Background: an optimization exercise with open tools, aiming at small area, a short achievable clock period and few clock cycles per item. Do not read the settings as production practice. Only simulation tests tie the RTL to the original design; equivalence was not proved. Power figures rest on the tool's default switching activity, not on a simulated workload.

==> design/flow/constraint.sdc <==
create_clock -name core_clock -period 8.5 [get_ports {clk}]
set_input_delay 1.7000 -clock core_clock [delete_from_list [all_inputs] [get_ports {clk}]]
set_output_delay 1.7000 -clock core_clock [all_outputs]
set_load 0.01 [all_outputs]
==> design/flow/config.mk <==
export PLATFORM = sky130hd
export DESIGN_NAME = pipeCore
export DESIGN_NICKNAME = pipeCore
export VERILOG_FILES = /design/flow/design.v
export SDC_FILE = /design/flow/constraint.sdc
export NUM_CORES = 4
export LEC_CHECK = 0
export ABC_CLOCK_PERIOD_IN_PS = 2500
export CAP_MARGIN = 20
export CORE_MARGIN = 2
export CORE_UTILIZATION = 25
export CTS_CLUSTER_DIAMETER = 100
export CTS_CLUSTER_SIZE = 20
export PLACE_DENSITY = 0.35
export SETUP_SLACK_MARGIN = 5.0
export SLEW_MARGIN = 20
export TNS_END_PERCENT = 5
==> design/flow/design.v <==
`timescale 1ns/1ps
`default_nettype none
package cpuPkg;
        typedef logic [4:0]  regAddr;
        typedef logic [31:0] dataWord;
        localparam logic [5:0] OP_RTYPE = 6'h00;
        localparam logic [5:0] OP_ADDIU = 6'h09;
        localparam logic [5:0] OP_ANDI  = 6'h0c;
        localparam logic [5:0] OP_ORI   = 6'h0d;
        localparam logic [5:0] OP_LUI   = 6'h0f;
        localparam logic [5:0] OP_LW    = 6'h23;
        localparam logic [5:0] OP_SW    = 6'h2b;
        localparam logic [5:0] FN_SLL  = 6'h00;
        localparam logic [5:0] FN_ADDU = 6'h21;
        localparam logic [5:0] FN_SUBU = 6'h23;
        localparam logic [5:0] FN_AND  = 6'h24;
        localparam logic [5:0] FN_OR   = 6'h25;
        localparam logic [5:0] FN_SLT  = 6'h2a;
        typedef struct packed {
                logic add;    
                logic sub;    
                logic slt;    
                logic andOp;  
                logic orOp;   
                logic sll;    
                logic load;   
        } resSel;
endpackage
`default_nettype wire
`timescale 1ns/1ps
`default_nettype none
module instrBuffer (
        input  logic        clk,
        input  logic        rstN,
        input  logic        instrValid,
        input  logic [31:0] instr,
        input  logic        stall,
        output logic        headValid,
        output logic [31:0] head,
        output logic [31:0] rsSel,        
        output logic [31:0] rtSel,
        output logic        creditReturn
);
        logic [31:0] skid;
        logic [1:0]  occ;         
        logic [1:0]  owed;        
        logic [1:0]  occNext;
        logic [1:0]  owedNext;
        logic        advance;
        logic [31:0] headNext;
        assign headValid = (occ != 2'd0);
        assign advance   = headValid && !stall;
        assign occNext  = occ - 2'(advance) + 2'(instrValid);
        assign owedNext = owed + 2'(instrValid) - 2'(creditReturn);
        always_ff @(posedge clk or negedge rstN)
        begin
                if (!rstN)
                begin
                        occ          <= '0;
                        owed         <= '0;
                        creditReturn <= 1'b0;
                end
                else
                begin
                        occ          <= occNext;
                        owed         <= owedNext;
                        creditReturn <= (owedNext != 2'd0) && (occNext == owedNext) && !stall;
                end
        end
        assign headNext = (occ == 2'd2) ? skid : instr;
        always_ff @(posedge clk)
        begin
                if (!headValid || advance)
                begin
                        head <= headNext;
                        for (int i = 0; i < 32; i++)
                        begin
                                rsSel[i] <= (headNext[25:21] == 5'(i));
                                rtSel[i] <= (headNext[20:16] == 5'(i));
                        end
                end
                if ((occ == 2'd2 && advance) || (occ == 2'd1 && !advance))
                        skid <= instr;
        end
endmodule
`default_nettype wire
`timescale 1ns/1ps
`default_nettype none
module decodeStage (
        input  logic            headValid,
        input  logic [31:0]     head,
        output cpuPkg::regAddr  rsAddr,
        output cpuPkg::regAddr  rtAddr,
        input  cpuPkg::dataWord readData1,
        input  cpuPkg::dataWord readData2,
        input  logic            exWrites,
        input  cpuPkg::regAddr  exDest,
        output logic            wrD,        
        output logic            stD,        
        output cpuPkg::regAddr  destD,
        output cpuPkg::resSel   selD,
        output cpuPkg::dataWord opAD,
        output cpuPkg::dataWord opBD,
        output logic            fwdAD,
        output logic            fwdBD,
        output logic [4:0]      shD,
        output logic [63:0]     memSelD,    
        output logic            stall       
);
        logic [5:0]  op;
        logic [5:0]  fn;
        logic [15:0] imm;
        logic        isR;
        logic        useImm;
        logic        immSext;
        logic        lui;
        logic        regWe;
        assign op  = head[31:26];
        assign fn  = head[5:0];
        assign imm = head[15:0];
        assign rsAddr = head[25:21];
        assign rtAddr = head[20:16];
        assign isR = (op == cpuPkg::OP_RTYPE);
        assign lui = (op == cpuPkg::OP_LUI);
        always_comb
        begin
                selD = '0;
                if (isR)
                begin
                        selD.add   = (fn == cpuPkg::FN_ADDU);
                        selD.sub   = (fn == cpuPkg::FN_SUBU);
                        selD.andOp = (fn == cpuPkg::FN_AND);
                        selD.orOp  = (fn == cpuPkg::FN_OR);
                        selD.slt   = (fn == cpuPkg::FN_SLT);
                        selD.sll   = (fn == cpuPkg::FN_SLL);
                end
                else
                begin
                        selD.add   = (op == cpuPkg::OP_ADDIU);
                        selD.andOp = (op == cpuPkg::OP_ANDI);
                        selD.orOp  = (op == cpuPkg::OP_ORI);
                        selD.sll   = lui;
                        selD.load  = (op == cpuPkg::OP_LW);
                end
        end
        assign regWe   = |selD;
        assign useImm  = (op == cpuPkg::OP_ADDIU) || (op == cpuPkg::OP_ANDI) ||
                         (op == cpuPkg::OP_ORI) || lui;
        assign immSext = (op == cpuPkg::OP_ADDIU);
        assign destD = isR ? head[15:11] : head[20:16];
        assign stall = headValid && (selD.load || op == cpuPkg::OP_SW) &&
                       exWrites && exDest == rsAddr;
        assign wrD   = headValid && !stall && regWe && destD != '0;
        assign stD   = headValid && !stall && (op == cpuPkg::OP_SW);
        assign shD  = lui ? 5'd16 : head[10:6];
        logic [7:0] ha, ga, pa;
        logic       c2;
        assign ha = readData1[7:0] ^ imm[7:0];
        assign ga = readData1[7:0] & imm[7:0];
        assign pa = readData1[7:0] | imm[7:0];
        assign c2 = ga[1] | (ha[1] & ga[0]);
        for (genvar k = 0; k < 64; k++)
        begin : g_word
                logic [7:2] hit;
                assign hit[2] = (ha[2] ^ k[0]) == c2;
                for (genvar j = 3; j < 8; j++)
                begin : g_bit
                        assign hit[j] = (ha[j] ^ k[j-2]) == (k[j-3] ? ga[j-1] : pa[j-1]);
                end
                assign memSelD[k] = &hit;
        end
        assign opAD  = readData1;
        assign opBD  = useImm ? {{16{immSext & imm[15]}}, imm} : readData2;
        assign fwdAD = exWrites && exDest == rsAddr;
        assign fwdBD = exWrites && exDest == rtAddr && !useImm;
endmodule
`default_nettype wire
`timescale 1ns/1ps
`default_nettype none
module regFile (
        input  logic            clk,
        input  logic            rstN,
        input  cpuPkg::regAddr  rsAddr,
        input  cpuPkg::regAddr  rtAddr,
        input  logic [31:0]     rsSel,    
        input  logic [31:0]     rtSel,
        output cpuPkg::dataWord readData1,
        output cpuPkg::dataWord readData2,
        input  logic            we,       
        input  cpuPkg::regAddr  wAddr,
        input  cpuPkg::dataWord wData,
        input  cpuPkg::regAddr  byAddr,   
        input  cpuPkg::dataWord byData
);
        logic [31:0][31:0] regs;
        logic [31:0]       written;
        assign regs[0]    = '0;
        assign written[0] = 1'b0;
        for (genvar i = 1; i < 32; i++)
        begin : g_reg
                always_ff @(posedge clk)
                        if (we && wAddr == 5'(i))
                                regs[i] <= wData;
                always_ff @(posedge clk or negedge rstN)
                        if (!rstN)
                                written[i] <= 1'b0;
                        else if (we && wAddr == 5'(i))
                                written[i] <= 1'b1;
        end
        logic [31:0]       sel1, sel2;
        logic [31:0][31:0] col1, col2;    
        cpuPkg::dataWord        rd1, rd2;
        for (genvar i = 0; i < 32; i++)
        begin : g_sel
                assign sel1[i] = written[i] && rsSel[i];
                assign sel2[i] = written[i] && rtSel[i];
        end
        for (genvar b = 0; b < 32; b++)
        begin : g_col
                for (genvar i = 0; i < 32; i++)
                begin : g_reg
                        assign col1[b][i] = sel1[i] & regs[i][b];
                        assign col2[b][i] = sel2[i] & regs[i][b];
                end
                assign rd1[b] = |col1[b];
                assign rd2[b] = |col2[b];
        end
        assign readData1 = (we && byAddr == rsAddr) ? byData : rd1;
        assign readData2 = (we && byAddr == rtAddr) ? byData : rd2;
endmodule
`default_nettype wire
`timescale 1ns/1ps
`default_nettype none
module idExReg (
        input  logic            clk,
        input  logic            rstN,
        input  logic            wrD,
        input  logic            stD,
        input  cpuPkg::regAddr  destD,
        input  cpuPkg::resSel   selD,
        input  cpuPkg::dataWord opAD,
        input  cpuPkg::dataWord opBD,
        input  logic            fwdAD,
        input  logic            fwdBD,
        input  logic [4:0]      shD,
        input  logic [63:0]     memSelD,
        output logic            wrE,
        output logic            stE,
        output cpuPkg::regAddr  destE,
        output cpuPkg::resSel   selE,
        output cpuPkg::dataWord opAE,
        output cpuPkg::dataWord opBE,
        output logic            fwdAE,
        output logic            fwdBE,
        output logic [4:0]      shE,
        output logic [63:0]     memSelE
);
        always_ff @(posedge clk or negedge rstN)
        begin
                if (!rstN)
                begin
                        wrE <= 1'b0;
                        stE <= 1'b0;
                end
                else
                begin
                        wrE <= wrD;
                        stE <= stD;
                end
        end
        always_ff @(posedge clk)
        begin
                destE <= destD;
                selE  <= selD;
                opAE  <= opAD;
                opBE  <= opBD;
                fwdAE <= fwdAD;
                fwdBE <= fwdBD;
                shE   <= shD;
                memSelE <= memSelD;
        end
endmodule
`default_nettype wire
`timescale 1ns/1ps
`default_nettype none
module executeStage (
        input  cpuPkg::resSel   selE,
        input  cpuPkg::dataWord opAE,
        input  cpuPkg::dataWord opBE,
        input  logic            fwdAE,
        input  logic            fwdBE,
        input  logic [4:0]      shE,
        input  cpuPkg::dataWord wbData,
        input  cpuPkg::dataWord loadData,
        output cpuPkg::dataWord storeData,
        output cpuPkg::dataWord result
);
        cpuPkg::dataWord a;
        cpuPkg::dataWord b;
        cpuPkg::dataWord bx;
        cpuPkg::dataWord sum;
        logic            subMode;
        logic            lt;
        assign a = fwdAE ? wbData : opAE;
        assign b = fwdBE ? wbData : opBE;
        assign subMode = selE.sub | selE.slt;
        assign bx      = b ^ {32{subMode}};
        assign sum     = a + bx + {31'd0, subMode};
        assign lt      = (a[31] ^ b[31]) ? a[31] : sum[31];
        assign storeData = b;
        assign result = ({32{selE.add | selE.sub}} & sum)
                      | ({32{selE.andOp}} & (a & b))
                      | ({32{selE.orOp}}  & (a | b))
                      | {31'd0, selE.slt & lt}
                      | ({32{selE.sll}}   & (b << shE))
                      | ({32{selE.load}}  & loadData);
endmodule
`default_nettype wire
`timescale 1ns/1ps
`default_nettype none
module memWbStage (
        input  logic             clk,
        input  logic             rstN,
        input  logic [63:0]      memSel,    
        input  logic             storeE,
        input  cpuPkg::dataWord  storeData,
        output cpuPkg::dataWord  loadData,
        input  logic             wrE,
        input  cpuPkg::regAddr   destE,
        input  cpuPkg::dataWord  result,
        output logic             wbWe,
        output logic             retValid,
        output cpuPkg::regAddr   wbReg,
        output cpuPkg::dataWord  wbData,
        output cpuPkg::regAddr   retReg,
        output cpuPkg::dataWord  retData
);
        logic [63:0][31:0] dmem;
        logic              wbWeN;
        for (genvar i = 0; i < 64; i++)
        begin : g_word
                always_ff @(posedge clk)
                        if (storeE && memSel[i])
                                dmem[i] <= storeData;
        end
        logic [31:0][63:0] col;    
        for (genvar b = 0; b < 32; b++)
        begin : g_col
                for (genvar i = 0; i < 64; i++)
                begin : g_w
                        assign col[b][i] = memSel[i] & dmem[i][b];
                end
                assign loadData[b] = |col[b];
        end
        always_ff @(posedge clk or negedge rstN)
        begin
                if (!rstN)
                begin
                        wbWeN    <= 1'b1;
                        retValid <= 1'b0;
                        retReg   <= '0;
                        retData  <= '0;
                end
                else
                begin
                        wbWeN    <= !wrE;
                        retValid <= wrE;
                        retReg   <= destE;
                        retData  <= result;
                end
        end
        assign wbWe = !wbWeN;
        always_ff @(posedge clk)
        begin
                wbReg  <= destE;
                wbData <= result;
        end
endmodule
`default_nettype wire
`timescale 1ns/1ps
`default_nettype none
module pipeCore (
        input  logic        clk,
        input  logic        rstN,
        input  logic        instrValid,
        input  logic [31:0] instr,
        output logic        creditReturn,
        output logic        retireValid,
        output logic [36:0] retire
);
        logic            headValid;
        logic            stall;
        logic [31:0]     head;
        logic [31:0]     rsSel;
        logic [31:0]     rtSel;
        cpuPkg::regAddr  rsAddr;
        cpuPkg::regAddr  rtAddr;
        cpuPkg::dataWord readData1;
        cpuPkg::dataWord readData2;
        logic            wrD, stD, fwdAD, fwdBD;
        cpuPkg::regAddr  destD;
        cpuPkg::resSel   selD;
        cpuPkg::dataWord opAD, opBD;
        logic [4:0]      shD;
        logic [63:0]     memSelD;
        logic            wrE, stE, fwdAE, fwdBE;
        cpuPkg::regAddr  destE;
        cpuPkg::resSel   selE;
        cpuPkg::dataWord opAE, opBE;
        logic [4:0]      shE;
        logic [63:0]     memSelE;
        cpuPkg::dataWord storeData;
        cpuPkg::dataWord loadData;
        cpuPkg::dataWord result;
        logic            wbWe;
        cpuPkg::regAddr  wbReg;
        cpuPkg::dataWord wbData;
        cpuPkg::regAddr  retReg;
        cpuPkg::dataWord retData;
        instrBuffer u_instrBuffer (
                .clk          (clk),
                .rstN         (rstN),
                .instrValid   (instrValid),
                .instr        (instr),
                .stall        (stall),
                .headValid    (headValid),
                .head         (head),
                .rsSel        (rsSel),
                .rtSel        (rtSel),
                .creditReturn (creditReturn)
        );
        decodeStage u_decodeStage (
                .headValid (headValid),
                .head      (head),
                .rsAddr    (rsAddr),
                .rtAddr    (rtAddr),
                .readData1 (readData1),
                .readData2 (readData2),
                .exWrites  (wrE),
                .exDest    (destE),
                .wrD       (wrD),
                .stD       (stD),
                .destD     (destD),
                .selD      (selD),
                .opAD      (opAD),
                .opBD      (opBD),
                .fwdAD     (fwdAD),
                .fwdBD     (fwdBD),
                .shD       (shD),
                .memSelD   (memSelD),
                .stall     (stall)
        );
        regFile u_regFile (
                .clk       (clk),
                .rstN      (rstN),
                .rsAddr    (rsAddr),
                .rtAddr    (rtAddr),
                .rsSel     (rsSel),
                .rtSel     (rtSel),
                .readData1 (readData1),
                .readData2 (readData2),
                .we        (wbWe),
                .wAddr     (wbReg),
                .wData     (wbData),
                .byAddr    (wbReg),
                .byData    (wbData)
        );
        idExReg u_idExReg (
                .clk   (clk),
                .rstN  (rstN),
                .wrD   (wrD),
                .stD   (stD),
                .destD (destD),
                .selD  (selD),
                .opAD  (opAD),
                .opBD  (opBD),
                .fwdAD (fwdAD),
                .fwdBD (fwdBD),
                .shD   (shD),
                .memSelD (memSelD),
                .wrE   (wrE),
                .stE   (stE),
                .destE (destE),
                .selE  (selE),
                .opAE  (opAE),
                .opBE  (opBE),
                .fwdAE (fwdAE),
                .fwdBE (fwdBE),
                .shE   (shE),
                .memSelE (memSelE)
        );
        executeStage u_executeStage (
                .selE      (selE),
                .opAE      (opAE),
                .opBE      (opBE),
                .fwdAE     (fwdAE),
                .fwdBE     (fwdBE),
                .shE       (shE),
                .wbData    (wbData),
                .loadData  (loadData),
                .storeData (storeData),
                .result    (result)
        );
        memWbStage u_memWbStage (
                .clk       (clk),
                .rstN      (rstN),
                .memSel    (memSelE),
                .storeE    (stE),
                .storeData (storeData),
                .loadData  (loadData),
                .wrE       (wrE),
                .destE     (destE),
                .result    (result),
                .wbWe      (wbWe),
                .retValid  (retireValid),
                .wbReg     (wbReg),
                .wbData    (wbData),
                .retReg    (retReg),
                .retData   (retData)
        );
        assign retire      = {retReg, retData};
endmodule
`default_nettype wire
==> design/flow/run.sh <==
#!/bin/bash
# synth_recipe.tcl (not shown) runs the flow's synth.tcl, then flattens the netlist and writes it again
# the make line also repeats each setting of config.mk as NAME=value (left out here)
make -C /OpenROAD-flow-scripts/flow DESIGN_CONFIG=/design/flow/config.mk WORK_HOME=/design/flow/orfs CLKGATE_MAP_FILE= SYNTH_SCRIPT=/design/flow/synth_recipe.tcl finish
==> results of run 1 <==
-- metal layers --
layer | global-route usage [%] | part of all wire, % | vias to the layer above
met5 | 0 | 0.015 | -
met4 | 9.00 | 3.9 | 16
met3 | 5.98 | 10 | 1286
met2 | 41.9 | 44 | 7434
met1 | 39.2 | 42 | 51200
li1 | - | - | 33800
-- cell usage in the layout, fill, tap and decap left out, drive strengths merged, types with 39 or more instances in the layout --
master | netlist | layout
edfxtp | 3166 | 3166
a22o | 677 | 677
xnor2 | 69 | 69
nand3 | 233 | 233
a22oi | 542 | 542
clkbuf | 398 | 269
a21oi | 62 | 62
clkdlybuf4s50 | 0 | 46
nand4 | 246 | 246
ha | 47 | 47
a221oi | 683 | 683
or2 | 37 | 39
and2 | 136 | 136
nor2 | 249 | 249
dfxtp | 184 | 184
dfrtp | 76 | 76
mux2 | 79 | 79
nand2 | 148 | 148
buf | 107 | 517
inv | 59 | 71
mux2i | 79 | 79
o21ai | 109 | 109
nor3 | 70 | 70
a222oi | 65 | 65
-- cells in the mapped netlist (all sizes together) (7+ instances only) --
cell type  number
or3            22
buf           107
a31oi          22
a21o           18
nand2b         11
ha             47
dfxtp         184
nor4           19
dfrtp          76
xnor2          69
a221oi        683
and3           18
o21ai         109
or4            21
or2            37
o211ai         20
o31ai           7
nor2          249
nor3           70
a22oi         542
o21a            9
nor2b          26
inv            59
a311oi          8
a22o          677
o221ai         13
edfxtp       3166
nand4         246
a21oi          62
o22ai          18
nand2         148
nand3         233
mux2           79
mux4           17
a222oi         65
clkbuf        398
mux2i          79
xor2           19
and2          136
a221o          10
-- kinds of logic (layout without fill, tap and decap cells) --
group                      count (synthesis)  after routing  synth area share, %
DFF                                     3427           3427                 76.3
AOI/OAI and AO/OA                       2320           2321                 14.4
and+or+nand+nor                         1256           1258                 4.97
buffers and inverters                    564            963                 1.65
muxes                                    175            175                 1.57
xor gates and xnor gates                  93             93                0.670
adders and majority gates                 48             48                0.461
other                                      0             35                    0
-- worst paths after layout --
check	startpoint	to	slack, ns	depth (start not counted)
worst max-delay path	u_idExReg.memSelE[6]$_DFF_P_	u_memWbStage.retData[5]$_DFF_PN0_	4.62	8
max in group asynchronous	rstN	u_memWbStage.retData[15]$_DFF_PN0_	6.29	2
min in group asynchronous	rstN	u_memWbStage.retData[5]$_DFF_PN0_	0.88	1
worst min-delay path	u_idExReg.wrE$_DFF_PN0_	u_memWbStage.retValid$_DFF_PN0_	0.42	0
worst min register to register	u_idExReg.wrE$_DFF_PN0_	u_memWbStage.retValid$_DFF_PN0_	0.42	0
worst max register to register	u_idExReg.memSelE[6]$_DFF_P_	u_memWbStage.retData[5]$_DFF_PN0_	4.62	8
-- final cells by class --
type                       count  share of cell area, %
multi-input combinational   3895                   20.0
inverter                      59                  0.152
clock inverter                23                  0.208
tap                         6968                   5.72
clock buffer                 269                   3.53
antenna                       35                 0.0575
timing repair buffer         612                   4.03
sequential                  3427                   66.3
-- flip-flops by register name, indices dropped and copies added (netlist names), 2 cells and up --
register,flops
u_idExReg.opAE,32
u_idExReg.selE,7
u_idExReg.shE,5
u_memWbStage.retData,32
u_memWbStage.wbReg,5
u_memWbStage.wbData,32
u_idExReg.destE,5
u_idExReg.opBE,32
u_memWbStage.dmem,2048
u_instrBuffer.head,32
u_instrBuffer.occ,2
u_instrBuffer.owed,2
u_idExReg.memSelE,64
u_memWbStage.retReg,5
u_instrBuffer.skid,32
u_instrBuffer.rsSel,31
u_instrBuffer.rtSel,31
u_regFile.regs,992
u_regFile.written,31
-- power groups by stage --
stage          combinational (mW)  sequential (mW)  clock [mW]
3_5_place_dp                 11.2             22.0           0
6_report                     12.8             21.6        10.6
5_1_grt                      13.0             21.6        11.1
2_1_floorplan                4.93             20.9           0
3_3_place_gp                 11.1             22.0           0
4_1_cts                      12.5             21.6        10.7
-- repair_timing --
action                                  4_1_cts  5_1_grt
buffers inserted                            103        4
hold buffers                                  0        0
gates resized for setup                     362       11
endpoints found under the setup margin      186      169
gates cloned                                 27        0
pin swaps                                    66        9
-- metrics by stage --
step	cells	utilization (%)
after floorplan	7883	-
after global placement	14800	27.3
after detailed placement	14800	27.3
after CTS	15200	29.0
after global routing	15300	29.0
final	15300	29.0
-- worst max-delay path, cell delays in order, from the launching register on --
cell	delay [ns]
dfxtp_4	0.60
buf_4	0.42
a221oi_1	0.78
nand4_1	0.18
nor4_1	0.32
buf_4	0.28
nor2_1	0.19
a311oi_1	0.39
o221ai_1	0.35
==> reports/metrics.cfg, run 1 <==
[yosys]
synth_ff_type = edfxtp_1
seq_area_frac_synth_pct = 76.3
netlist_instances = 7883
synth-edff-count = 3166
netlist_area_um2 = 132000
ys_seq_elements = 3427
synth.avg_cell_area_um2 = 16.7
ys_top_cells_by_area = edfxtp_1 (72%), a221oi_1 (4.5%), a22o_1 (4.5%), a22oi_1 (3.1%), dfxtp_1 (2.8%)
yosys_warnings = 5
yosys.area.top_type = edfxtp_1
synthesis.nets = 7966
synth.top_cell.area_share_pct = 72.1
synthArstFlopShare_pct = 2.25
synth_cell_types = 88

[routing]
drt_wl_total_um = 765000
dr.pass1.iters = 11
post_drt_wl_per_cell_um = 50.0
vias_per_cell = 6.13
num_vias = 93700
drtAntennaViolNets = 0
first_iter_violations = 19500
drc = 0

[place]
port_buffers = 73
place_area_um2 = 143000
place_ws_ns = 3.08
dpl.hpwl_um = 433000
gp_congestion = 0.885

[timing]
fin_setup_tns_ns = 0
min_period_ns = 3.88
setup_viol = 0
hold_slack_ns = 0.421
fin_crit_sh_pct = 45.6
fin_worst_skew_ns = 0.109
hold_viol = 0
rsz0062_at_grt = yes
worst_slack_ns = 4.62
drv_slew = 0
tightest_slew_ns = 1.27
slew_headroom_pct = 15.5
max_freq_ghz = 0.258

[global_route]
antenna_found_initial = 97
grt_use_total_pct = 27.6
grt_pass1_wl_um = 962000
grt_max_degree = 72
grt-ovfl-total = 0
grt_pass1_vias = 86300

[pwr]
clockPowerShare_pct = 23.5
power_frac_seq_pct = 48.1
comb_power_share_pct = 28.4
switching_share_pct = 36.5
p_per_area_nw_per_um2 = 295
p_total_mw = 45.0
vdd_drop_max_uv = 208
power.internal_mw = 28.6
power.switching_mw = 16.4
p_leak_nw = 49.3

[clocking]
cts_max_path_buffers = 4
cts_tree = done
htree_levels = 4
numCtsBuffers = 201
path_clk_slew_ns = 0.09
clk_latency_ns = 1.02
root_buffer = clkbuf_16
cts_sinks = 3427

[die]
core_um2 = 525000
die_w_um = 730
die-area_um2 = 534000
die_h_um = 730
initial_utilization_pct = 25.1
io_pins = 74
rows = 266

[setup_path]
worst_setup_path_end_kind = register
criticalPathCategory = register to register
arrival_ns = 4.60
worstPathRequired_ns = 9.22
crit_path_start_kind = register
crit_fanout = 21

[final_layout]
nFillCells = 51900
syn2layout_area_growth_pct = 15.4
seq_area_um2 = 101000
layout.nets = 8279
drive_gt1_share_pct = 15.6
stdcell_area_um2 = 152000
multiInputGateArea_um2 = 30500

[run_status]
outcome = no timing/DRC/antenna violations

[hold_path]
hp-class = register to register

[run]
maxCapViolations = 0

Testbench counts, summed over its fixed seeds: cycles 16,157, instrs 16,000.
==> run 2: changes to the inputs <==
--- a/design/flow/design.v
+++ b/design/flow/design.v
@@ -103,6 +103,8 @@
         output cpuPkg::dataWord opBD,
         output logic            fwdAD,
         output logic            fwdBD,
+        output cpuPkg::dataWord opSD,       
+        output logic            fwdSD,
         output logic [4:0]      shD,
         output logic [63:0]     memSelD,    
         output logic            stall       
@@ -153,26 +155,18 @@
         assign wrD   = headValid && !stall && regWe && destD != '0;
         assign stD   = headValid && !stall && (op == cpuPkg::OP_SW);
         assign shD  = lui ? 5'd16 : head[10:6];
-        logic [7:0] ha, ga, pa;
-        logic       c2;
-        assign ha = readData1[7:0] ^ imm[7:0];
-        assign ga = readData1[7:0] & imm[7:0];
-        assign pa = readData1[7:0] | imm[7:0];
-        assign c2 = ga[1] | (ha[1] & ga[0]);
+        logic [7:0] addrD;
+        assign addrD = readData1[7:0] + imm[7:0];
         for (genvar k = 0; k < 64; k++)
         begin : g_word
-                logic [7:2] hit;
-                assign hit[2] = (ha[2] ^ k[0]) == c2;
-                for (genvar j = 3; j < 8; j++)
-                begin : g_bit
-                        assign hit[j] = (ha[j] ^ k[j-2]) == (k[j-3] ? ga[j-1] : pa[j-1]);
-                end
-                assign memSelD[k] = &hit;
+                assign memSelD[k] = (addrD[7:2] == 6'(k));
         end
         assign opAD  = readData1;
         assign opBD  = useImm ? {{16{immSext & imm[15]}}, imm} : readData2;
         assign fwdAD = exWrites && exDest == rsAddr;
         assign fwdBD = exWrites && exDest == rtAddr && !useImm;
+        assign opSD  = readData2;
+        assign fwdSD = exWrites && exDest == rtAddr && op == cpuPkg::OP_SW;
 endmodule
 `default_nettype wire
 `timescale 1ns/1ps
@@ -242,6 +236,8 @@
         input  cpuPkg::dataWord opBD,
         input  logic            fwdAD,
         input  logic            fwdBD,
+        input  cpuPkg::dataWord opSD,
+        input  logic            fwdSD,
         input  logic [4:0]      shD,
         input  logic [63:0]     memSelD,
         output logic            wrE,
@@ -252,6 +248,10 @@
         output cpuPkg::dataWord opBE,
         output logic            fwdAE,
         output logic            fwdBE,
+        output logic            fwdAEn,     
+        output logic            fwdBEn,     
+        output cpuPkg::dataWord opSE,
+        output logic            fwdSE,
         output logic [4:0]      shE,
         output logic [63:0]     memSelE
 );
@@ -276,6 +276,10 @@
                 opBE  <= opBD;
                 fwdAE <= fwdAD;
                 fwdBE <= fwdBD;
+                fwdAEn <= !fwdAD;
+                fwdBEn <= !fwdBD;
+                opSE  <= opSD;
+                fwdSE <= fwdSD;
                 shE   <= shD;
                 memSelE <= memSelD;
         end
@@ -289,6 +293,10 @@
         input  cpuPkg::dataWord opBE,
         input  logic            fwdAE,
         input  logic            fwdBE,
+        input  logic            fwdAEn,
+        input  logic            fwdBEn,
+        input  cpuPkg::dataWord opSE,
+        input  logic            fwdSE,
         input  logic [4:0]      shE,
         input  cpuPkg::dataWord wbData,
         input  cpuPkg::dataWord loadData,
@@ -301,13 +309,15 @@
         cpuPkg::dataWord sum;
         logic            subMode;
         logic            lt;
-        assign a = fwdAE ? wbData : opAE;
-        assign b = fwdBE ? wbData : opBE;
+        assign a[15:0]  = fwdAE   ? wbData[15:0]  : opAE[15:0];
+        assign a[31:16] = !fwdAEn ? wbData[31:16] : opAE[31:16];
+        assign b[15:0]  = fwdBE   ? wbData[15:0]  : opBE[15:0];
+        assign b[31:16] = !fwdBEn ? wbData[31:16] : opBE[31:16];
         assign subMode = selE.sub | selE.slt;
         assign bx      = b ^ {32{subMode}};
         assign sum     = a + bx + {31'd0, subMode};
         assign lt      = (a[31] ^ b[31]) ? a[31] : sum[31];
-        assign storeData = b;
+        assign storeData = fwdSE ? wbData : opSE;
         assign result = ({32{selE.add | selE.sub}} & sum)
                       | ({32{selE.andOp}} & (a & b))
                       | ({32{selE.orOp}}  & (a | b))
@@ -397,13 +407,15 @@
         cpuPkg::regAddr  rtAddr;
         cpuPkg::dataWord readData1;
         cpuPkg::dataWord readData2;
-        logic            wrD, stD, fwdAD, fwdBD;
+        logic            wrD, stD, fwdAD, fwdBD, fwdSD;
+        cpuPkg::dataWord opSD;
         cpuPkg::regAddr  destD;
         cpuPkg::resSel   selD;
         cpuPkg::dataWord opAD, opBD;
         logic [4:0]      shD;
         logic [63:0]     memSelD;
-        logic            wrE, stE, fwdAE, fwdBE;
+        logic            wrE, stE, fwdAE, fwdBE, fwdAEn, fwdBEn, fwdSE;
+        cpuPkg::dataWord opSE;
         cpuPkg::regAddr  destE;
         cpuPkg::resSel   selE;
         cpuPkg::dataWord opAE, opBE;
@@ -446,6 +458,8 @@
                 .opBD      (opBD),
                 .fwdAD     (fwdAD),
                 .fwdBD     (fwdBD),
+                .opSD      (opSD),
+                .fwdSD     (fwdSD),
                 .shD       (shD),
                 .memSelD   (memSelD),
                 .stall     (stall)
@@ -476,6 +490,8 @@
                 .opBD  (opBD),
                 .fwdAD (fwdAD),
                 .fwdBD (fwdBD),
+                .opSD  (opSD),
+                .fwdSD (fwdSD),
                 .shD   (shD),
                 .memSelD (memSelD),
                 .wrE   (wrE),
@@ -486,6 +502,10 @@
                 .opBE  (opBE),
                 .fwdAE (fwdAE),
                 .fwdBE (fwdBE),
+                .fwdAEn (fwdAEn),
+                .fwdBEn (fwdBEn),
+                .opSE  (opSE),
+                .fwdSE (fwdSE),
                 .shE   (shE),
                 .memSelE (memSelE)
         );
@@ -495,6 +515,10 @@
                 .opBE      (opBE),
                 .fwdAE     (fwdAE),
                 .fwdBE     (fwdBE),
+                .fwdAEn    (fwdAEn),
+                .fwdBEn    (fwdBEn),
+                .opSE      (opSE),
+                .fwdSE     (fwdSE),
                 .shE       (shE),
                 .wbData    (wbData),
                 .loadData  (loadData),
--- a/design/flow/config.mk
+++ b/design/flow/config.mk
@@ -8,10 +8,10 @@
 export ABC_CLOCK_PERIOD_IN_PS = 2500
 export CAP_MARGIN = 20
 export CORE_MARGIN = 2
-export CORE_UTILIZATION = 25
+export CORE_UTILIZATION = 30
 export CTS_CLUSTER_DIAMETER = 100
 export CTS_CLUSTER_SIZE = 20
-export PLACE_DENSITY = 0.35
+export PLACE_DENSITY = 0.45
 export SETUP_SLACK_MARGIN = 5.0
 export SLEW_MARGIN = 20
-export TNS_END_PERCENT = 5
+export TNS_END_PERCENT = 100
==> run 2 against run 1 <==
Against the previous run:
- synthesized area up 0.57%
- non-clock buffer count decreased by 16
- critical path depth grew 7
- design area is 0.39% lower
- combinational power is 5% lower
- total power is 3.3% lower
- worst hold slack worse by 0.013 ns
- still clean on timing, DRC and antenna
- synthesized cell count barely moved
- clock-buffer cell count rose by 3
- flip-flop and latch count grew 35
- final cell count fell by 7.1%
==> reports/metrics.cfg, run 2 <==
[run_status]
outcome = no timing/DRC/antenna violations

[yosys]
synth-edff-count = 3166  ; unchanged
ys_top_cells_by_area = edfxtp_1 (72%), a221oi_1 (4.8%), a22o_1 (4.7%), dfxtp_1 (3.3%), a22oi_1 (2.6%)
seq_area_frac_synth_pct = 76.4  ; +0.098 points
yosys.area.top_type = edfxtp_1
synthesis.nets = 7959  ; -0.088%
synth.top_cell.area_share_pct = 71.7  ; -0.41 points
netlist_instances = 7881  ; -0.025%
ys_seq_elements = 3462  ; +1.0%
synth.avg_cell_area_um2 = 16.8  ; +0.59%
synthArstFlopShare_pct = 2.22  ; -0.023 points
yosys_warnings = 5  ; unchanged
synth_cell_types = 80  ; -9.1%
yosys-top-cells-count = edfxtp_1 (3166), a221oi_1 (720), a22o_1 (716)
synth_ff_type = edfxtp_1
yosysMostFrequentCell = edfxtp_1
netlist_area_um2 = 133000  ; +0.57%

[setup_path]
max_stage_delay_ns = 0.53  ; -0.25 ns
rr_startpoint = u_regFile.written[7]$_DFFE_PN0P_
ff2ff_setup_slack_ns = 4.61  ; about the same
reg2reg_depth = 15  ; +7
crit_path_start_kind = register
cp_slowest_cell = dfrtp_2
crit_family = simple AND/OR/NAND/NOR gates
arrival_ns = 4.69  ; +0.09 ns
cp-endpoint = u_idExReg.memSelE[54]$_DFF_P_
critical_path.most_common_cell = buf_6
crit_chain = and2_4 -> buf_4 -> a222oi_1 -> nand4_1 -> nor3_4 -> a21oi_4 -> ha_4 -> buf_6 -> a41oi_4 -> buf_6 -> buf_6 -> buf_6 -> xnor2_4 -> nand4_1 -> nor2_1
crit_fanout = 7  ; -67%
worst_setup_path_end_kind = register
critical_path_buf_inv_count = 5  ; +3
path_depth = 15  ; +7
worstPathRequired_ns = 9.29  ; +0.07 ns
startpoint = u_regFile.written[7]$_DFFE_PN0P_
r2r_end = u_idExReg.memSelE[54]$_DFF_P_
criticalPathCategory = register to register

[place]
port_buffers = 73  ; unchanged
place_ws_ns = 3.11  ; +0.0234 ns
dpl.cell_count = 13700  ; -7.6%
dpl.hpwl_um = 376000  ; -13%
place_area_um2 = 142000  ; -0.82%
gp_congestion = 0.942  ; +6.4%

[final_layout]
final_cell_mix = edfxtp_1 (3166), a22o_1 (716), a221oi_1 (706)
seq_area_um2 = 102000  ; +0.58%
layout.nets = 8246  ; -0.40%
largest_reg_flops = 2048  ; unchanged
largest-register = u_memWbStage.dmem
top_regs = u_memWbStage.dmem: 2048 flops, u_regFile.regs: 992 flops, u_idExReg.memSelE: 64 flops
nFillCells = 41800  ; -20%
multiInputGateArea_um2 = 31000  ; +1.8%
drive_gt1_share_pct = 17.0  ; +1.4 points
final_common_cell = edfxtp_1
stdcell_area_um2 = 152000  ; -0.39%
syn2layout_area_growth_pct = 14.3
finalNonFillerCells = 14200  ; -7.1%

[routing]
num_vias = 93900  ; +0.20%
post_drt_wl_per_cell_um = 48.3  ; -3.4%
drt_wl_total_um = 686000  ; -10%
first_iter_violations = 20900  ; +6.9%
vias_per_cell = 6.61  ; +7.8%
drc = 0  ; unchanged
dr.pass1.iters = 11  ; unchanged
drtAntennaViolNets = 0  ; unchanged

[global_route]
grt_use_met3_pct = 7.70  ; +1.7 points
grt-ovfl-total = 0  ; unchanged
grt_pass1_vias = 87300  ; +1.1%
antenna_found_initial = 74  ; -24%
gr-max-usage-layer = met2
grt_util_met1_pct = 37.4  ; -1.8 points
grt_use_total_pct = 29.6  ; +2.0 points
grt_max_degree = 69  ; -4.2%
grt_pass1_wl_um = 881000  ; -8.5%
grtUsageMet2_pct = 46.7  ; +4.8 points

[pwr]
vdd_drop_max_uv = 275  ; +32%
p_per_area_nw_per_um2 = 287  ; -2.9%
p_leak_nw = 49.1  ; -0.37%

[timing]
rsz0062_at_grt = yes
slew_headroom_pct = 16.1  ; +0.63 points
max_freq_ghz = 0.257  ; -0.34%
fin_crit_sh_pct = 45.8  ; +0.16 points
tightest_slew_ns = 1.26  ; -0.00943 ns
min_period_ns = 3.89  ; +0.0133 ns
drv_slew = 0  ; unchanged
setup_viol = 0  ; unchanged
fin_worst_skew_ns = 0.157  ; +0.0487 ns
fin_setup_tns_ns = 0  ; unchanged
worst_slack_ns = 4.61  ; -0.0133 ns
hold_viol = 0  ; unchanged

[clocking]
clk_latency_ns = 1.03  ; about the same
cts_max_path_buffers = 4  ; unchanged
cts_hold_buf = 0  ; unchanged
cts_tree = done
path_clk_slew_ns = 0.10  ; about the same
root_buffer = clkbuf_16
htree_levels = 4  ; unchanged
cts_sinks = 3462  ; +1.0%
numCtsBuffers = 200  ; -0.50%

[die]
initial_utilization_pct = 30.1  ; +5.0 points
rows = 244  ; -8.3%
io_pins = 74  ; unchanged
die_h_um = 669  ; -8.4%
die_w_um = 669  ; -8.4%
die-area_um2 = 448000  ; -16%
core_um2 = 441000  ; -16%

[hold_path]
hp-class = register to register

[run]
maxCapViolations = 0  ; unchanged

==> run 2: changes by cell type in the layout (fill, tap and decap cells not counted), moves of 34 or more <==
cell	delta
a22oi_1	-75
dfxtp_2	+56
dfxtp_4	-53
nand3_1	-51
mux2_2	+46
a22o_1	+39
o21ai_0	-37
a31oi_1	+34
==> run 2: layer usage <==
| metal | vias to the layer above | share of wire (%) | wire, um |
|---|---|---|---|
| li1 | 33700 | - | - |
| met1 | 49300 | 36 | 250000 |
| met2 | 8526 | 45 | 307000 |
| met3 | 2322 | 12 | 81800 |
| met4 | 44 | 6.9 | 47400 |
| met5 | - | 0.053 | 363 |
==> run 2: kinds of logic (layout without fill, tap and decap cells) <==
group	Yosys count	in the layout	share of synthesized area (%)
fa+ha+maj	43	43	0.411
mux	242	242	2.05
simple gates	1161	1163	4.55
compound gates	2320	2320	14.4
other cells	0	42	0
xor+xnor	85	85	0.561
buf+inv	568	946	1.63
flops	3462	3462	76.4
==> run 2: where the power goes <==
group	leakage (nW)	internal [mW]	switching, mW
sequential	32.5	20.2	0.758
combinational	13.9	3.30	8.83
clock	2.72	4.46	5.94
total	49.1	28.0	15.5
==> run 2: how the worst min path moves through the flow <==
stage,cells past startpoint,slack [ns],endpoint,start
after global routing,0,0.42,u_memWbStage.retValid$_DFF_PN0_,u_idExReg.wrE$_DFF_PN0_
after global placement,0,0.40,u_memWbStage.retValid$_DFF_PN0_,u_idExReg.wrE$_DFF_PN0_
after CTS,0,0.41,u_memWbStage.retValid$_DFF_PN0_,u_idExReg.wrE$_DFF_PN0_
after floorplan,0,0.35,u_memWbStage.retValid$_DFF_PN0_,u_idExReg.wrE$_DFF_PN0_
after detailed placement,0,0.39,u_memWbStage.retValid$_DFF_PN0_,u_idExReg.wrE$_DFF_PN0_
final,0,0.41,u_memWbStage.retValid$_DFF_PN0_,u_idExReg.wrE$_DFF_PN0_
==> run 2: stage by stage <==
stage	util [%]	hold WS, ns	power, mW
floorplan	-	0.354	25.7
global placement	32.2	0.402	32.1
detailed placement	32.2	0.391	32.2
CTS	34.2	0.412	42.9
global route	34.4	0.419	44.2
finish	34.4	0.408	43.5
==> run 2: layout make-up <==
class	instances	area share, %
inverters	55	0.136
clock inverters	23	0.203
clock buffers	272	3.52
well taps	5904	4.87
diodes	42	0.0693
flip-flops and latches	3462	66.9
multi-input cells	3853	20.5
repair buffers	596	3.83
==> run 2: repair_timing <==
item / 4_1_cts / 5_1_grt
buffers inserted: 118 / 28
setup endpoints to repair: 166 / 113
cloned: 22 / 1
pin swaps: 102 / 39
resized for setup: 462 / 68
Testbench counts of run 2, summed over its fixed seeds: cycles 16,157, instrs 16,000.
==> run 3: changes to the inputs <==
--- a/design/flow/config.mk
+++ b/design/flow/config.mk
@@ -10,8 +10,8 @@
 export CORE_MARGIN = 2
 export CORE_UTILIZATION = 30
 export CTS_CLUSTER_DIAMETER = 100
-export CTS_CLUSTER_SIZE = 20
+export CTS_CLUSTER_SIZE = 24
 export PLACE_DENSITY = 0.45
 export SETUP_SLACK_MARGIN = 5.0
 export SLEW_MARGIN = 20
-export TNS_END_PERCENT = 100
+export TNS_END_PERCENT = 30
==> run 3 against run 2 <==
Against the previous run:
- design area is 0.16% lower
- synthesized area did not move
- flip-flop and latch count unchanged
- still clean on timing, DRC and antenna
- wire length is 0.25% lower
- critical endpoint is now u_memWbStage.retData[7]$_DFF_PN0_
- register-to-register slack improved by 0.09 ns
- sequential share of layout area increased by 0.10 points
- final cell count about the same
- core utilization down 0.057 points
- non-clock buffer count increased by 27
- total power down 2.1%
- clock-buffer cell count is 20 lower
- fmax up 2.4%
==> reports/metrics.cfg, run 3 <==
[timing]
worst_slack_ns = 4.70  ; +0.0898 ns
fin_setup_tns_ns = 0  ; unchanged
rsz0062_at_grt = yes
setup_viol = 0  ; unchanged
max_freq_ghz = 0.263  ; +2.4%
hold_slack_ns = 0.390  ; -0.0180 ns
tightest_slew_ns = 1.31  ; +0.0505 ns
fin_worst_skew_ns = 0.0973  ; -0.0599 ns
slew_headroom_pct = 12.3  ; -3.8 points
min_period_ns = 3.80  ; -0.0898 ns
drv_slew = 0  ; unchanged
fin_crit_sh_pct = 44.7  ; -1.1 points
hold_viol = 0  ; unchanged

[pwr]
vdd_drop_max_uv = 236  ; -14%
p_leak_nw = 49.0  ; -0.28%
p_per_area_nw_per_um2 = 281  ; -1.9%

[final_layout]
nFillCells = 41600  ; -0.33%
final_cell_mix = edfxtp_1 (3166), a22o_1 (716), a221oi_1 (704)
largest-register = u_memWbStage.dmem
syn2layout_area_growth_pct = 14.2
drive_gt1_share_pct = 16.5  ; -0.50 points
seq_area_um2 = 102000  ; about the same
top_regs = u_memWbStage.dmem: 2048 flops, u_regFile.regs: 992 flops, u_idExReg.memSelE: 64 flops
finalNonFillerCells = 14200  ; -0.056%
final_common_cell = edfxtp_1
multiInputGateArea_um2 = 31000  ; about the same
largest_reg_flops = 2048  ; unchanged
layout.nets = 8248  ; +0.024%

[yosys]
synth.avg_cell_area_um2 = 16.8  ; unchanged
seq_area_frac_synth_pct = 76.4  ; unchanged
yosysMostFrequentCell = edfxtp_1
synthArstFlopShare_pct = 2.22  ; unchanged
synth.top_cell.area_share_pct = 71.7  ; unchanged
synth_cell_types = 80  ; unchanged
synthesis.nets = 7959  ; unchanged
netlist_area_um2 = 133000  ; unchanged
ys_top_cells_by_area = edfxtp_1 (72%), a221oi_1 (4.8%), a22o_1 (4.7%), dfxtp_1 (3.3%), a22oi_1 (2.6%)
yosys_warnings = 5  ; unchanged
synth_ff_type = edfxtp_1
yosys-top-cells-count = edfxtp_1 (3166), a221oi_1 (720), a22o_1 (716)
yosys.area.top_type = edfxtp_1
netlist_instances = 7881  ; unchanged
ys_seq_elements = 3462  ; unchanged
synth-edff-count = 3166  ; unchanged

[setup_path]
worstPathRequired_ns = 9.10  ; -0.19 ns
crit_chain = buf_4 -> a22o_1 -> a221oi_1 -> nand4_1 -> or4_1 -> a222oi_1 -> o221ai_1
crit_path_start_kind = register
cp_slowest_cell = or4_1
worst_setup_path_end_kind = register
crit_fanout = 13  ; +6
arrival_ns = 4.40  ; -0.29 ns
criticalPathCategory = register to register
max_stage_delay_ns = 0.68  ; +0.15 ns

[routing]
drc = 0  ; unchanged
vias_per_cell = 6.59  ; -0.31%
num_vias = 93600  ; -0.36%
drtAntennaViolNets = 0  ; unchanged
drt_wl_total_um = 685000  ; -0.25%
dr.pass1.iters = 10  ; -1
first_iter_violations = 19600  ; -6.1%
post_drt_wl_per_cell_um = 48.2  ; -0.19%

[place]
dpl.cell_count = 13700  ; +0.15%
place_ws_ns = 3.03  ; -0.0719 ns
dpl.hpwl_um = 377000  ; +0.35%
gp_congestion = 0.928  ; -1.4%
port_buffers = 73  ; unchanged

[run]
maxCapViolations = 0  ; unchanged

[run_status]
outcome = no timing/DRC/antenna violations

[clocking]
path_clk_slew_ns = 0.10  ; about the same
numCtsBuffers = 174  ; -13%
root_buffer = clkbuf_16
cts_tree = done
cts_sinks = 3462  ; unchanged
cts_hold_buf = 0  ; unchanged
cts_max_path_buffers = 4  ; unchanged
htree_levels = 4  ; unchanged
clk_latency_ns = 0.99  ; -0.04 ns

[die]
die_w_um = 669  ; unchanged
die_h_um = 669  ; unchanged
initial_utilization_pct = 30.1  ; unchanged
die-area_um2 = 448000  ; unchanged
rows = 244  ; unchanged
core_um2 = 441000  ; unchanged
io_pins = 74  ; unchanged

[global_route]
grtUsageMet2_pct = 46.5  ; -0.13 points
grt-ovfl-total = 0  ; unchanged
grt_use_total_pct = 29.5  ; -0.13 points
gr-max-usage-layer = met2
grt_pass1_vias = 86700  ; -0.63%
grt_util_met1_pct = 37.1  ; -0.30 points
grt_max_degree = 73  ; +5.8%
antenna_found_initial = 49  ; -34%
grt_use_met3_pct = 7.18  ; -0.51 points
grt_pass1_wl_um = 875000  ; -0.69%

[hold_path]
hp-class = register to register

## run 3: metrics by stage
| step | instance area [um2] | total power [mW] | util (%) |
|---|---|---|---|
| 4_1_cts | 150000 | 41.9 | 34.1 |
| 5_1_grt | 151000 | 43.3 | 34.3 |
| 6_report | 151000 | 42.6 | 34.3 |
| 2_1_floorplan | 133000 | 25.7 | - |
| 3_5_place_dp | 143000 | 31.9 | 32.3 |
| 3_3_place_gp | 142000 | 31.9 | 32.3 |
## run 3: final timing paths
check,start,to,slack [ns],depth (start not counted)
setup / recovery,u_idExReg.memSelE[19]$_DFF_P_,u_memWbStage.retData[7]$_DFF_PN0_,4.70,7
hold / removal,u_idExReg.wrE$_DFF_PN0_,u_memWbStage.retValid$_DFF_PN0_,0.39,0
hold reg to reg,u_idExReg.wrE$_DFF_PN0_,u_memWbStage.retValid$_DFF_PN0_,0.39,0
setup reg to reg,u_idExReg.memSelE[19]$_DFF_P_,u_memWbStage.retData[7]$_DFF_PN0_,4.70,7
max in group asynchronous,rstN,u_regFile.written[19]$_DFFE_PN0P_,6.48,2
min in group asynchronous,rstN,u_memWbStage.retData[6]$_DFF_PN0_,0.81,1
## run 3: repair_timing
item	CTS	global route
buffers inserted	120	44
cloned	11	2
pin swaps	70	61
endpoints found under the setup margin	165	157
resized for setup	348	107
## run 3: area by class of cell
| type | count | area share [%] |
|---|---|---|
| multi-input cells | 3854 | 20.5 |
| clock inverters | 23 | 0.182 |
| inverters | 55 | 0.136 |
| repair buffers | 623 | 4.06 |
| diodes | 26 | 0.0430 |
| flip-flops and latches | 3462 | 67.0 |
| well taps | 5904 | 4.88 |
| clock buffers | 252 | 3.19 |
## run 3: metal layers
layer  part of all wire, %  wire (um)
met5                 0.040        274
met4                   7.2      49200
met3                    11      78500
met2                    45     307000
met1                    36     249000
## run 3: power by group
part / switching, mW / leakage, nW / internal, mW
Clock: 5.81 / 2.45 / 4.04
Sequential: 0.784 / 32.5 / 20.2
Combinational: 8.59 / 14.0 / 3.17
Total: 15.2 / 49.0 / 27.5
## run 3: critical path, delay by kind of cell (launching register included)
family | cells | cell delay, ns
compound gates | 4 | 1.46
buf+inv | 1 | 0.43
flops | 1 | 0.64
simple gates | 2 | 0.87
## run 3: kinds of logic after synthesis
group                      Yosys count  synth area share, %
adders and majority gates           43                0.411
muxes                              242                 2.05
buffers and inverters              568                 1.63
AOI/OAI and AO/OA                 2320                 14.4
and+or+nand+nor                   1161                 4.55
DFF                               3462                 76.4
xor gates and xnor gates            85                0.561

==> what the ideal ports hide <==
How much do the figures lean on ideal ports? The routed layouts below were timed once more, with nothing changed but the port constraints.
Step 1 (the two cells are an assumption about what drives the block):
set clk [get_ports {clk}]
set_driving_cell -lib_cell sky130_fd_sc_hd__clkbuf_16 $clk
set_driving_cell -lib_cell sky130_fd_sc_hd__buf_2 [delete_from_list [all_inputs] $clk]
Step 2 times the ports against the registers' clock, not the clock port: input delays grow and output delays shrink by t, the midpoint of the rising clock arrivals with the driver on.
Three values: ideal ports, drivers, drivers and shift; two values: the first two.
run	t, ns	slack for setup (ns)	worst setup path at the end	clock arrival spread, ns	slew at the worst register clock pin (ns)
run 1	1.079	4.621 / 4.621 / 4.621	register to register	0.119 / 0.119	0.10 / 0.10
run 2	1.067	4.607 / 4.607 / 4.607	register to register	0.158 / 0.159	0.10 / 0.10
run 3	1.071	4.697 / 4.651 / 4.697	register to register	0.104 / 0.103	0.11 / 0.11
After both steps setup and hold are still met in every run listed.
